Background: an optimization exercise with open tools, aiming at small area. Do not read the settings as production practice. RTL that was checked went through simulation tests only; none was proved equivalent to the original. The clock port is modelled as an ideal driver; clocking choices that lean on that would not hold on a real chip.

Setup of the reference run:
// register_file
module register_file #(
  parameter int                    DATA_WIDTH     = 32,
  parameter int                    ADDR_WIDTH     = 5,
  parameter logic [DATA_WIDTH-1:0] SP_RESET_VALUE = 32'h0000_03FC
) (
  input  logic                  clk,
  input  logic                  reset,
  input  logic                  RegWrite,
  input  logic [ADDR_WIDTH-1:0] WriteRegister,
  input  logic [DATA_WIDTH-1:0] WriteData,
  input  logic [ADDR_WIDTH-1:0] ReadRegister1,
  input  logic [ADDR_WIDTH-1:0] ReadRegister2,
  output logic [DATA_WIDTH-1:0] ReadData1,
  output logic [DATA_WIDTH-1:0] ReadData2
);
Size: roughly 3300 cells after synthesis, roughly 990 flip-flops, ~110 I/O pins, roughly 0.036 mm² of cells after synthesis.
==> module register_file, before the edit <==
module register_file #(
  parameter int                    DATA_WIDTH     = 32,
  parameter int                    ADDR_WIDTH     = 5,
  parameter logic [DATA_WIDTH-1:0] SP_RESET_VALUE = 32'h0000_03FC
) (
  input  logic                  clk,
  input  logic                  reset,
  input  logic                  RegWrite,
  input  logic [ADDR_WIDTH-1:0] WriteRegister,
  input  logic [DATA_WIDTH-1:0] WriteData,
  input  logic [ADDR_WIDTH-1:0] ReadRegister1,
  input  logic [ADDR_WIDTH-1:0] ReadRegister2,
  output logic [DATA_WIDTH-1:0] ReadData1,
  output logic [DATA_WIDTH-1:0] ReadData2
);
  localparam int DEPTH    = 2 ** ADDR_WIDTH;
  localparam int SP_INDEX = 29;
  logic                             phase;
  logic [DEPTH-1:1][DATA_WIDTH-1:0] regs_q;
  logic [DEPTH-1:1][DATA_WIDTH-1:0] regs_d;
  always_ff @(posedge clk) begin
    if (reset) phase <= 1'b0;
    else       phase <= ~phase;
  end
  logic [DATA_WIDTH-1:0] col_plain;
  logic [DATA_WIDTH-1:0] col_sp;
  assign col_plain = reset ? '1              : WriteData ^ {DATA_WIDTH{phase}};
  assign col_sp    = reset ? ~SP_RESET_VALUE : WriteData ^ {DATA_WIDTH{phase}};
  localparam int HALF = DATA_WIDTH / 2;
  logic [3:0] whi_r;
  logic [7:0] wlo_r;
  for (genvar j = 0; j < 4; j++) begin : g_whi
    assign whi_r[j] = reset | (RegWrite & (WriteRegister[4:3] == 2'(j)));
  end
  for (genvar k = 0; k < 8; k++) begin : g_wlo
    assign wlo_r[k] = reset | (WriteRegister[2:0] == 3'(k));
  end
  for (genvar i = 1; i < DEPTH; i++) begin : g_row
    logic       wr;
    logic [1:0] hold;
    rf_and2  u_wr (.a(whi_r[i / 8]), .b(wlo_r[i % 8]), .y(wr));
    rf_nand2 u_h0 (.a(whi_r[i / 8]), .b(wlo_r[i % 8]), .y(hold[0]));
    rf_nand2 u_h1 (.a(whi_r[i / 8]), .b(wlo_r[i % 8]), .y(hold[1]));
    logic [DATA_WIDTH-1:0] col;
    assign col = (i == SP_INDEX) ? col_sp : col_plain;
    for (genvar b = 0; b < DATA_WIDTH; b++) begin : g_bit
      rf_oai22 u_nx (.a1(regs_q[i][b]), .a2(wr), .b1(col[b]), .b2(hold[b / HALF]),
                     .y(regs_d[i][b]));
    end
  end
  always_ff @(posedge clk) begin
    regs_q <= regs_d;
  end
  logic [7:0] rlo1_n, rlo2_n;
  logic [3:0] rhi1_n, rhi2_n;
  for (genvar k = 0; k < 8; k++) begin : g_rlo
    assign rlo1_n[k] = ~(ReadRegister1[2:0] == 3'(k));
    assign rlo2_n[k] = ~(ReadRegister2[2:0] == 3'(k));
  end
  for (genvar j = 0; j < 4; j++) begin : g_rhi
    assign rhi1_n[j] = ~(ReadRegister1[4:3] == 2'(j));
    assign rhi2_n[j] = ~(ReadRegister2[4:3] == 2'(j));
  end
  logic [DEPTH-1:1] sel1, sel2;
  for (genvar i = 1; i < DEPTH; i++) begin : g_sel
    rf_nor2 u_s1 (.a(rlo1_n[i % 8]), .b(rhi1_n[i / 8]), .y(sel1[i]));
    rf_nor2 u_s2 (.a(rlo2_n[i % 8]), .b(rhi2_n[i / 8]), .y(sel2[i]));
  end
  logic x1, x2;
  assign x1 = phase & (ReadRegister1 != '0);
  assign x2 = phase & (ReadRegister2 != '0);
  for (genvar b = 0; b < DATA_WIDTH; b++) begin : g_bit
    logic [DEPTH-1:1] col;
    for (genvar i = 1; i < DEPTH; i++) begin : g_col
      assign col[i] = regs_q[i][b];
    end
    rf_read_bit u_r1 (.sel(sel1), .d(col), .x(x1), .y(ReadData1[b]));
    rf_read_bit u_r2 (.sel(sel2), .d(col), .x(x2), .y(ReadData2[b]));
  end
endmodule
Settings: LEC_CHECK=0, CAP_MARGIN=20, CORE_MARGIN=2, CORE_UTILIZATION=50, SLEW_MARGIN=20, SYNTH_HIERARCHICAL=1, SYNTH_MINIMUM_KEEP_SIZE=0; clock period 8.0 ns.
standard.sh (not shown) runs the stock make flow with config.mk's settings and CLKGATE_MAP_FILE= SYNTH_SCRIPT=/design/flow/synth_recipe.tcl, a recipe that flattens the netlist after the stock synthesis.
==> flow/flow/run.sh <==
#!/bin/bash
# Standard layout with these changes:
#  - ports are buffered with the smallest buffer (buf_1);
#  - after placement, the buffers that repair_design inserted are removed
#    (port buffers stay) and the design is repaired again with buffers no
#    larger than buf_2, twice (flow/rebuf.tcl);
#  - the clock tree uses clkbuf_8 leaf buffers over clusters of 16 sinks and
#    clkbuf_16 above them, with no dummy loads;
#  - after the clock tree, max slew / max capacitance are repaired with
#    global-route parasitics and buffers no larger than buf_2
#    (flow/grtfix.tcl), before the standard global route.
set -euo pipefail
export BUFFER_PORTS_ARGS="-buffer_cell sky130_fd_sc_hd__buf_1"
export CTS_ARGS="-sink_clustering_enable -repair_clock_nets -dont_use_dummy_load -buf_list sky130_fd_sc_hd__clkbuf_16 -sink_clustering_buffer sky130_fd_sc_hd__clkbuf_8 -sink_clustering_size 16 -sink_clustering_max_diameter 80"
RES=$PWD/orfs/results/sky130hd/register_file/base
bash standard.sh place > place.log 2>&1
RES_DIR=$RES REBUF_PASSES=2 openroad -no_init -exit flow/rebuf.tcl > rebuf.log 2>&1
bash standard.sh cts > cts.log 2>&1
RES_DIR=$RES openroad -no_init -exit flow/grtfix.tcl > grtfix.log 2>&1
bash standard.sh > finish.log 2>&1
Other scripts of this flow, unchanged in this note and not shown: flow/flow/grtfix.tcl, flow/flow/rebuf.tcl
### the reference run -> the trial run
==> flow/design.v, changed modules only <==
module register_file #(
  parameter int                    DATA_WIDTH     = 32,
  parameter int                    ADDR_WIDTH     = 5,
  parameter logic [DATA_WIDTH-1:0] SP_RESET_VALUE = 32'h0000_03FC
) (
  input  logic                  clk,
  input  logic                  reset,
  input  logic                  RegWrite,
  input  logic [ADDR_WIDTH-1:0] WriteRegister,
  input  logic [DATA_WIDTH-1:0] WriteData,
  input  logic [ADDR_WIDTH-1:0] ReadRegister1,
  input  logic [ADDR_WIDTH-1:0] ReadRegister2,
  output logic [DATA_WIDTH-1:0] ReadData1,
  output logic [DATA_WIDTH-1:0] ReadData2
);
  localparam int DEPTH    = 2 ** ADDR_WIDTH;
  localparam int SP_INDEX = 29;
  logic                             phase;
  logic [DEPTH-1:1][DATA_WIDTH-1:0] regs_q;
  logic [DEPTH-1:1][DATA_WIDTH-1:0] regs_d;
  always_ff @(posedge clk) begin
    if (reset) phase <= 1'b0;
    else       phase <= ~phase;
  end
  logic [DATA_WIDTH-1:0] col_plain;
  logic [DATA_WIDTH-1:0] col_sp;
  assign col_plain = reset ? '1              : WriteData ^ {DATA_WIDTH{phase}};
  assign col_sp    = reset ? ~SP_RESET_VALUE : WriteData ^ {DATA_WIDTH{phase}};
  localparam int HALF = DATA_WIDTH / 2;
  logic [3:0] whi_r;
  logic [7:0] wlo_r;
  for (genvar j = 0; j < 4; j++) begin : g_whi
    assign whi_r[j] = reset | (RegWrite & (WriteRegister[4:3] == 2'(j)));
  end
  for (genvar k = 0; k < 8; k++) begin : g_wlo
    assign wlo_r[k] = reset | (WriteRegister[2:0] == 3'(k));
  end
  for (genvar i = 1; i < DEPTH; i++) begin : g_row
    logic       wr;
    logic [1:0] hold;
    rf_and2  u_wr (.a(whi_r[i / 8]), .b(wlo_r[i % 8]), .y(wr));
    rf_nand2 u_h0 (.a(whi_r[i / 8]), .b(wlo_r[i % 8]), .y(hold[0]));
    rf_nand2 u_h1 (.a(whi_r[i / 8]), .b(wlo_r[i % 8]), .y(hold[1]));
    logic [DATA_WIDTH-1:0] col;
    assign col = (i == SP_INDEX) ? col_sp : col_plain;
    for (genvar b = 0; b < DATA_WIDTH; b++) begin : g_bit
      rf_oai22 u_nx (.a1(regs_q[i][b]), .a2(wr), .b1(col[b]), .b2(hold[b / HALF]),
                     .y(regs_d[i][b]));
    end
  end
  always_ff @(posedge clk) begin
    regs_q <= regs_d;
  end
  logic [7:0] rlo1_n, rlo2_n;
  logic [3:0] rhi1_n, rhi2_n;
  for (genvar k = 0; k < 8; k++) begin : g_rlo
    assign rlo1_n[k] = ~(ReadRegister1[2:0] == 3'(k));
    assign rlo2_n[k] = ~(ReadRegister2[2:0] == 3'(k));
  end
  for (genvar j = 0; j < 4; j++) begin : g_rhi
    assign rhi1_n[j] = ~(ReadRegister1[4:3] == 2'(j));
    assign rhi2_n[j] = ~(ReadRegister2[4:3] == 2'(j));
  end
  logic [1:0][DEPTH-1:1] sel1, sel2;
  for (genvar h = 0; h < 2; h++) begin : g_half
    for (genvar i = 1; i < DEPTH; i++) begin : g_sel
      rf_nor2 u_s1 (.a(rlo1_n[i % 8]), .b(rhi1_n[i / 8]), .y(sel1[h][i]));
      rf_nor2 u_s2 (.a(rlo2_n[i % 8]), .b(rhi2_n[i / 8]), .y(sel2[h][i]));
    end
  end
  logic x1, x2;
  assign x1 = phase & (ReadRegister1 != '0);
  assign x2 = phase & (ReadRegister2 != '0);
  for (genvar b = 0; b < DATA_WIDTH; b++) begin : g_bit
    logic [DEPTH-1:1] col;
    for (genvar i = 1; i < DEPTH; i++) begin : g_col
      assign col[i] = regs_q[i][b];
    end
    rf_read_bit u_r1 (.sel(sel1[b / HALF]), .d(col), .x(x1), .y(ReadData1[b]));
    rf_read_bit u_r2 (.sel(sel2[b / HALF]), .d(col), .x(x2), .y(ReadData2[b]));
  end
endmodule
### Flow results
The trial run finished end to end and its layout was clean on timing, DRC and antenna.
The reference run ended up with fewer cell instances than the trial run did.
Compared with the reference run, the trial run shows a higher die area.
In the metrics for the reference run and the trial run, the one carrying the lower final HPWL from detailed placement is the reference run.
The trial run gives more first-pass detailed-route iteration total than the reference run did.
Detailed route, the trial run vs the reference run: via total higher for the trial run
No functional check of the RTL was part of the reference run.

[separate check: timing with driven ports]
Ports are ideal in the flow. The routed layouts listed here were re-timed in OpenROAD.
Step 1 assumes that a clkbuf_16 drives the clock port and a buf_2 every other input.
Step 2 moves the port delays by t, midway between the first and last clock arrival at a register: inputs arrive t later, outputs are due t later. That takes back most of the time a late clock gives input paths.
Three values: no drivers, after step 1, after step 2; two values: the first two.
run | t (ns) | setup WS [ns] | worst slew at a driven data input, ns | cell pins on the clock port's net
the reference run | 0.701 | 1.124 / 1.022 / 1.022 | 0.13 | 1
the trial run | 0.683 | 1.108 / 1.030 / 1.030 | 0.15 | 1
After both steps every run listed still meets setup and hold. The setup slack of the reference run, which loses most, moves by -0.102 ns with the drivers and by -0.102 ns with both steps.
